Source: an optimization exercise on an open RTL-to-GDS flow (aim: small area and a short achievable clock period). Production flows keep margins and buffers that such runs may drop. In this exercise RTL edits were held to simulation tests only and were not proved equivalent to the original. The clock port is modelled as an ideal driver, which makes a skipped or thinned clock tree look cheaper than it is; a real chip needs a root buffer or a tree. Power and IR drop assume default switching activity.

== amber ==
Design doubling_adder_top, start of the top module:
module doubling_adder_top (
  input  logic                  clk,
  input  logic                  arst_n,
  input  logic                  in_valid,
  input  logic [64-1:0] a,
  input  logic [64-1:0] b,
  input  logic                  cin,
  output logic [64:0]   sum,
  output logic                  out_valid
);
Size in the first run: ~960 cells after synthesis, ~150 flip-flops, ~200 I/O pins, roughly 0.0081 mm^2 of cells after synthesis.
export LEC_CHECK = 0
export CAP_MARGIN = 20
export CORE_MARGIN = 2
export CORE_UTILIZATION = 65
export HOLD_SLACK_MARGIN = 0.05
export SETUP_SLACK_MARGIN = 1.72
export SLEW_MARGIN = 20
export SYNTH_HIERARCHICAL = 1
export SYNTH_MINIMUM_KEEP_SIZE = 0
create_clock -name core_clock -period 3.2 [get_ports {clk}]
standard.sh (not shown) runs the stock make flow with config.mk's settings and CLKGATE_MAP_FILE= SYNTH_SCRIPT=/design/flow/synth_recipe.tcl, a recipe that flattens the netlist after the stock synthesis.
==> flow/flow/run.sh <==
#!/bin/bash
# Layout flow: the standard flow (standard.sh, unchanged synthesis) with
#  - the port buffers of buffer_ports set to sky130_fd_sc_hd__buf_2, which
#    repair_timing sizes up where timing needs it (every port still gets its
#    own buffer);
#  - a small balanced clock tree (cts_tree.tcl) in place of TritonCTS: the clock
#    port drives four clock inverters, each driving two leaf clock inverters,
#    each leaf driving an eighth of the flip-flops (two inversions on every
#    path, so each acts as a buffer).
set -euo pipefail
HERE=$(cd "$(dirname "$0")" && pwd)
bash standard.sh finish BUFFER_PORTS_ARGS="-buffer_cell sky130_fd_sc_hd__buf_2" \
  PRE_CTS_TCL="$HERE/cts_tree.tcl" CTS_TOP_BUFS=4 CTS_LEAF_BUFS=2 \
  CTS_TOP_CELL=sky130_fd_sc_hd__clkinv_4 CTS_LEAF_CELL=sky130_fd_sc_hd__clkinv_8 \
  > standard_flow.log 2>&1
==> flow/flow/cts_tree.tcl <==
# Sourced by ORFS cts.tcl before it builds the clock tree (PRE_CTS_TCL).
# Replaces clock_tree_synthesis with a small balanced tree: the clock port
# drives CTS_TOP_BUFS cells, each of which drives CTS_LEAF_BUFS leaf cells (or
# the flip-flops directly when CTS_LEAF_BUFS is 0). The cells may be buffers or
# inverters; with inverters both levels invert, so every flip-flop still sees
# the clock's rising edge through two inversions, like a buffer. The flip-flops are split
# into groups of equal size by position (halves in x, then halves in y, ...),
# one group per leaf buffer, placed at the group's centre. Every flip-flop sees
# the same number and type of buffers, with no deliberate skew.
set ::cts_top  [expr {[info exists ::env(CTS_TOP_BUFS)]  ? $::env(CTS_TOP_BUFS)  : 4}]
set ::cts_leaf [expr {[info exists ::env(CTS_LEAF_BUFS)] ? $::env(CTS_LEAF_BUFS) : 2}]
set ::cts_top_cell  [expr {[info exists ::env(CTS_TOP_CELL)]  ? $::env(CTS_TOP_CELL)  : "sky130_fd_sc_hd__clkbuf_8"}]
set ::cts_leaf_cell [expr {[info exists ::env(CTS_LEAF_CELL)] ? $::env(CTS_LEAF_CELL) : "sky130_fd_sc_hd__clkbuf_16"}]

# items: list of {object x y}; split into n groups (n a power of two) of equal
# size by recursive bisection at the median, alternating between x and y.
proc cts_tree_split {items n axis} {
  if {$n <= 1} { return [list $items] }
  set idx [expr {$axis eq "x" ? 1 : 2}]
  set sorted [lsort -real -index $idx $items]
  set half [expr {[llength $sorted] / 2}]
  set other [expr {$axis eq "x" ? "y" : "x"}]
  return [concat [cts_tree_split [lrange $sorted 0 [expr {$half - 1}]] [expr {$n / 2}] $other] \
                 [cts_tree_split [lrange $sorted $half end] [expr {$n / 2}] $other]]
}

# Creates a buffer of cell $cell named $name driving the iterms of $items from
# net $in_net, placed at the centre of the items; returns {iterm x y} of its input.
proc cts_tree_buffer {name cell in_net items} {
  set block [ord::get_db_block]
  set master [[ord::get_db] findMaster $cell]
  set inst [odb::dbInst_create $block $master $name]
  set net [odb::dbNet_create $block "net_$name"]
  $net setSigType CLOCK
  set sx 0; set sy 0
  foreach item $items {
    lassign $item it x y
    $it disconnect
    $it connect $net
    set sx [expr {$sx + $x}]; set sy [expr {$sy + $y}]
  }
  set n [llength $items]
  set cx [expr {int($sx / $n)}]
  set cy [expr {int($sy / $n)}]
  $inst setLocation [expr {$cx - [$master getWidth] / 2}] [expr {$cy - [$master getHeight] / 2}]
  $inst setPlacementStatus PLACED
  set a [$inst findITerm A]
  $a connect $in_net
  foreach it [$inst getITerms] {
    if {[$it isOutputSignal]} { $it connect $net }
  }
  puts "cts_tree: $name ($cell) drives $n loads at ($cx, $cy)"
  return [list $a $cx $cy]
}

proc clock_tree_synthesis {args} {
  puts "cts_tree: $::cts_top x $::cts_top_cell, each driving $::cts_leaf x $::cts_leaf_cell (replaces clock_tree_synthesis $args)"
  set block [ord::get_db_block]
  set clk_net [$block findNet clk]
  set items {}
  foreach it [$clk_net getITerms] {
    set inst [$it getInst]
    lassign [$inst getLocation] x y
    set m [$inst getMaster]
    lappend items [list $it [expr {$x + [$m getWidth] / 2}] [expr {$y + [$m getHeight] / 2}]]
  }
  set t 0
  foreach top_group [cts_tree_split $items $::cts_top x] {
    if {$::cts_leaf > 0} {
      set leaves {}
      set l 0
      foreach leaf_group [cts_tree_split $top_group $::cts_leaf [expr {$::cts_top % 2 ? "x" : "y"}]] {
        set tmp [odb::dbNet_create $block "net_tmp_${t}_$l"]
        lappend leaves [cts_tree_buffer "clkbuf_leaf_${t}_$l" $::cts_leaf_cell $tmp $leaf_group]
        incr l
      }
      set top_in [cts_tree_buffer "clkbuf_top_$t" $::cts_top_cell $clk_net $leaves]
      foreach l [$block getNets] { if {[string match "net_tmp_*" [$l getName]] && [llength [$l getITerms]] == 0} { odb::dbNet_destroy $l } }
    } else {
      cts_tree_buffer "clkbuf_top_$t" $::cts_top_cell $clk_net $top_group
    }
    incr t
  }
  $clk_net setSigType CLOCK
  set_propagated_clock [all_clocks]
}
amber: done, clean on timing, DRC and antenna
## Diff of input files: quartz against amber
Settings: a change of SETUP_SLACK_MARGIN from 1.72 to 1.88.
-- flow/flow/run.sh --
<<< amber, line 12
bash standard.sh finish BUFFER_PORTS_ARGS="-buffer_cell sky130_fd_sc_hd__buf_2" \
  PRE_CTS_TCL="$HERE/cts_tree.tcl" CTS_TOP_BUFS=4 CTS_LEAF_BUFS=2 \
  CTS_TOP_CELL=sky130_fd_sc_hd__clkinv_4 CTS_LEAF_CELL=sky130_fd_sc_hd__clkinv_8 \
  > standard_flow.log 2>&1
>>> quartz, line 12
bash standard.sh finish BUFFER_PORTS_ARGS="-buffer_cell sky130_fd_sc_hd__buf_2" \
  PRE_CTS_TCL="$HERE/cts_tree.tcl" CTS_TOP_BUFS=4 CTS_LEAF_BUFS=2 \
  CTS_TOP_CELL=sky130_fd_sc_hd__clkinv_8 CTS_LEAF_CELL=sky130_fd_sc_hd__clkinv_8 \
  > standard_flow.log 2>&1
Number of buffers inserted by post-CTS setup repair is lower on amber
On post-synth net total, quartz and amber are neck and neck.
quartz never completed; the flow aborted with a tool error in 5_1_grt.
Reported for quartz and amber, top-level I/O count turned out identical to the last digit.
Looking at total cell area at the placement stage, quartz sits about 4.7% higher than amber does.
From amber to quartz the numbers moved as follows: worst slack at placement has decreased; post-CTS resize count went up 251.
Here is what was changed in the inputs of violet compared with quartz.
Settings: swapping 1.88 for 1.7 in SETUP_SLACK_MARGIN.
==> flow/flow/run.sh <==
#!/bin/bash
# Layout flow: the standard flow (standard.sh, unchanged synthesis) with
#  - the port buffers of buffer_ports set to the smallest buffer, which
#    repair_timing then sizes up where timing needs it (every port still gets
#    its own buffer);
#  - a small balanced clock tree (cts_tree.tcl) in place of TritonCTS: the clock
#    port drives four clock buffers, each driving two leaf clock buffers, each
#    leaf driving an eighth of the flip-flops.
set -euo pipefail
HERE=$(cd "$(dirname "$0")" && pwd)
bash standard.sh finish BUFFER_PORTS_ARGS="-buffer_cell sky130_fd_sc_hd__buf_1" \
  PRE_CTS_TCL="$HERE/cts_tree.tcl" CTS_TOP_BUFS=4 CTS_LEAF_BUFS=2 \
  CTS_TOP_CELL=sky130_fd_sc_hd__clkbuf_8 CTS_LEAF_CELL=sky130_fd_sc_hd__clkbuf_16 \
  > standard_flow.log 2>&1
-- flow/flow/cts_tree.tcl --
<<< quartz, line 1
# Sourced by ORFS cts.tcl before it builds the clock tree (PRE_CTS_TCL).
# Replaces clock_tree_synthesis with a small balanced tree: the clock port
# drives CTS_TOP_BUFS cells, each of which drives CTS_LEAF_BUFS leaf cells (or
# the flip-flops directly when CTS_LEAF_BUFS is 0). The cells may be buffers or
# inverters; with inverters both levels invert, so every flip-flop still sees
# the clock's rising edge through two inversions, like a buffer. The flip-flops are split
# into groups of equal size by position (halves in x, then halves in y, ...),
# one group per leaf buffer, placed at the group's centre. Every flip-flop sees
>>> violet, line 1
# Sourced by ORFS cts.tcl before it builds the clock tree (PRE_CTS_TCL).
# Replaces clock_tree_synthesis with a small balanced tree: the clock port
# drives CTS_TOP_BUFS buffers, each of which drives CTS_LEAF_BUFS leaf buffers
# (or the flip-flops directly when CTS_LEAF_BUFS is 0). The flip-flops are split
# into groups of equal size by position (halves in x, then halves in y, ...),
# one group per leaf buffer, placed at the group's centre. Every flip-flop sees
<<< quartz, line 47
  set a [$inst findITerm A]
  $a connect $in_net
  foreach it [$inst getITerms] {
    if {[$it isOutputSignal]} { $it connect $net }
  }
  puts "cts_tree: $name ($cell) drives $n loads at ($cx, $cy)"
  return [list $a $cx $cy]
>>> violet, line 45
  set a [$inst findITerm A]
  $a connect $in_net
  [$inst findITerm X] connect $net
  puts "cts_tree: $name ($cell) drives $n loads at ($cx, $cy)"
  return [list $a $cx $cy]
Across quartz and violet, a clean result was obtained everywhere but in quartz.
quartz did not make it past 5_1_grt, where a tool error ended it.
For initial standard-cell utilization of the core, quartz and violet come out practically identical.
Comparing quartz against violet, there is no change at all in summed instance area of the synthesized netlist.
Side by side, HPWL after detailed placement turned out lower in violet than in quartz.
violet vs. quartz: post-place setup slack went up, total cell area at the placement stage saw a decrease, final weighted congestion in routability-driven placement down 8.1%, instance count after placement with tap cells included saw little to no change, width of the die held steady.
violet: post-CTS setup buffer count 53 below quartz
Input-level comparison between garnet and violet:
Settings: changing SETUP_SLACK_MARGIN from 1.7 to 1.75.
Findings:
Side by side, via count of the first global-routing pass turned out higher in garnet than in violet. Taking violet as the reference, in garnet post-detailed-routing wire length higher, synthesis-to-layout area growth higher.
#### Input delta (willow over garnet)
Settings: swapping 1.75 for 1.72 in SETUP_SLACK_MARGIN.
==> flow/flow/run.sh <==
#!/bin/bash
# Layout flow: the standard flow (standard.sh, unchanged synthesis) with
#  - the port buffers of buffer_ports set to sky130_fd_sc_hd__buf_2, which
#    repair_timing sizes up where timing needs it (every port still gets its
#    own buffer);
#  - a small balanced clock tree (cts_tree.tcl) in place of TritonCTS: the clock
#    port drives four clock inverters, each driving two leaf clock inverters,
#    each leaf driving an eighth of the flip-flops (two inversions on every
#    path, so each acts as a buffer).
set -euo pipefail
HERE=$(cd "$(dirname "$0")" && pwd)
bash standard.sh finish BUFFER_PORTS_ARGS="-buffer_cell sky130_fd_sc_hd__buf_2" \
  PRE_CTS_TCL="$HERE/cts_tree.tcl" CTS_TOP_BUFS=4 CTS_LEAF_BUFS=2 \
  CTS_TOP_CELL=sky130_fd_sc_hd__clkinv_2 CTS_LEAF_CELL=sky130_fd_sc_hd__clkinv_8 \
  > standard_flow.log 2>&1
-- flow/flow/cts_tree.tcl --
<<< garnet, line 1
# Sourced by ORFS cts.tcl before it builds the clock tree (PRE_CTS_TCL).
# Replaces clock_tree_synthesis with a small balanced tree: the clock port
# drives CTS_TOP_BUFS buffers, each of which drives CTS_LEAF_BUFS leaf buffers
# (or the flip-flops directly when CTS_LEAF_BUFS is 0). The flip-flops are split
# into groups of equal size by position (halves in x, then halves in y, ...),
# one group per leaf buffer, placed at the group's centre. Every flip-flop sees
>>> willow, line 1
# Sourced by ORFS cts.tcl before it builds the clock tree (PRE_CTS_TCL).
# Replaces clock_tree_synthesis with a small balanced tree: the clock port
# drives CTS_TOP_BUFS cells, each of which drives CTS_LEAF_BUFS leaf cells (or
# the flip-flops directly when CTS_LEAF_BUFS is 0). The cells may be buffers or
# inverters; with inverters both levels invert, so every flip-flop still sees
# the clock's rising edge through two inversions, like a buffer. The flip-flops are split
# into groups of equal size by position (halves in x, then halves in y, ...),
# one group per leaf buffer, placed at the group's centre. Every flip-flop sees
<<< garnet, line 45
  set a [$inst findITerm A]
  $a connect $in_net
  [$inst findITerm X] connect $net
  puts "cts_tree: $name ($cell) drives $n loads at ($cx, $cy)"
  return [list $a $cx $cy]
>>> willow, line 47
  set a [$inst findITerm A]
  $a connect $in_net
  foreach it [$inst getITerms] {
    if {[$it isOutputSignal]} { $it connect $net }
  }
  puts "cts_tree: $name ($cell) drives $n loads at ($cx, $cy)"
  return [list $a $cx $cy]
--- outcome ---
The higher synthesis-to-finish area growth came out of garnet.
Relative to garnet, the share of total power consumed by net switching of willow is higher by 4.3 points.
willow vs. garnet: pin slew with the least headroom to its limit went up by 0.019 ns; utilization went down by 2.4 points; worst path setup slack after routing went down by 0.024 ns.
NOTE maximum vdd ir drop garnet->willow decreased by more than a quarter
willow ended up with a lower global-route wire length before repair than garnet did.
For number of ordinary inverters in the final layout, dividing the value from willow by the value from garnet gives 1.4.
In amber, violet, garnet and willow the design's own scripts or RTL, not TritonCTS, make the clock network.

[afterwards: timing with drivers on the ports]
No port has a modelled driver above. Below, the same layouts with a new extraction and two added sets of constraints.
Step 1 (the two cells are an assumption about what drives the block):
set clk [get_ports {clk}]
set_driving_cell -lib_cell sky130_fd_sc_hd__clkbuf_16 $clk
set_driving_cell -lib_cell sky130_fd_sc_hd__buf_2 [delete_from_list [all_inputs] $clk]
Step 2 moves the port delays by t, midway between the first and last clock arrival at a register: inputs arrive t later, outputs are due t later. That takes back most of the time a late clock gives input paths.
Three values: no drivers, after step 1, after step 2; two values: the first two.
run | t (ns) | setup slack, ns | clock arrival spread, ns
amber | 0.273 | 1.742 / 1.707 / 1.548 | 0.013 / 0.013
violet | 0.348 | 1.723 / 1.651 / 1.482 | 0.013 / 0.014
garnet | 0.349 | 1.716 / 1.645 / 1.460 | 0.007 / 0.008
willow | 0.345 | 1.692 / 1.619 / 1.468 | 0.027 / 0.026
After both steps every run listed still meets setup and hold. For garnet, which loses most, drivers alone change the setup slack by -0.071 ns; drivers and shift together by -0.256 ns.
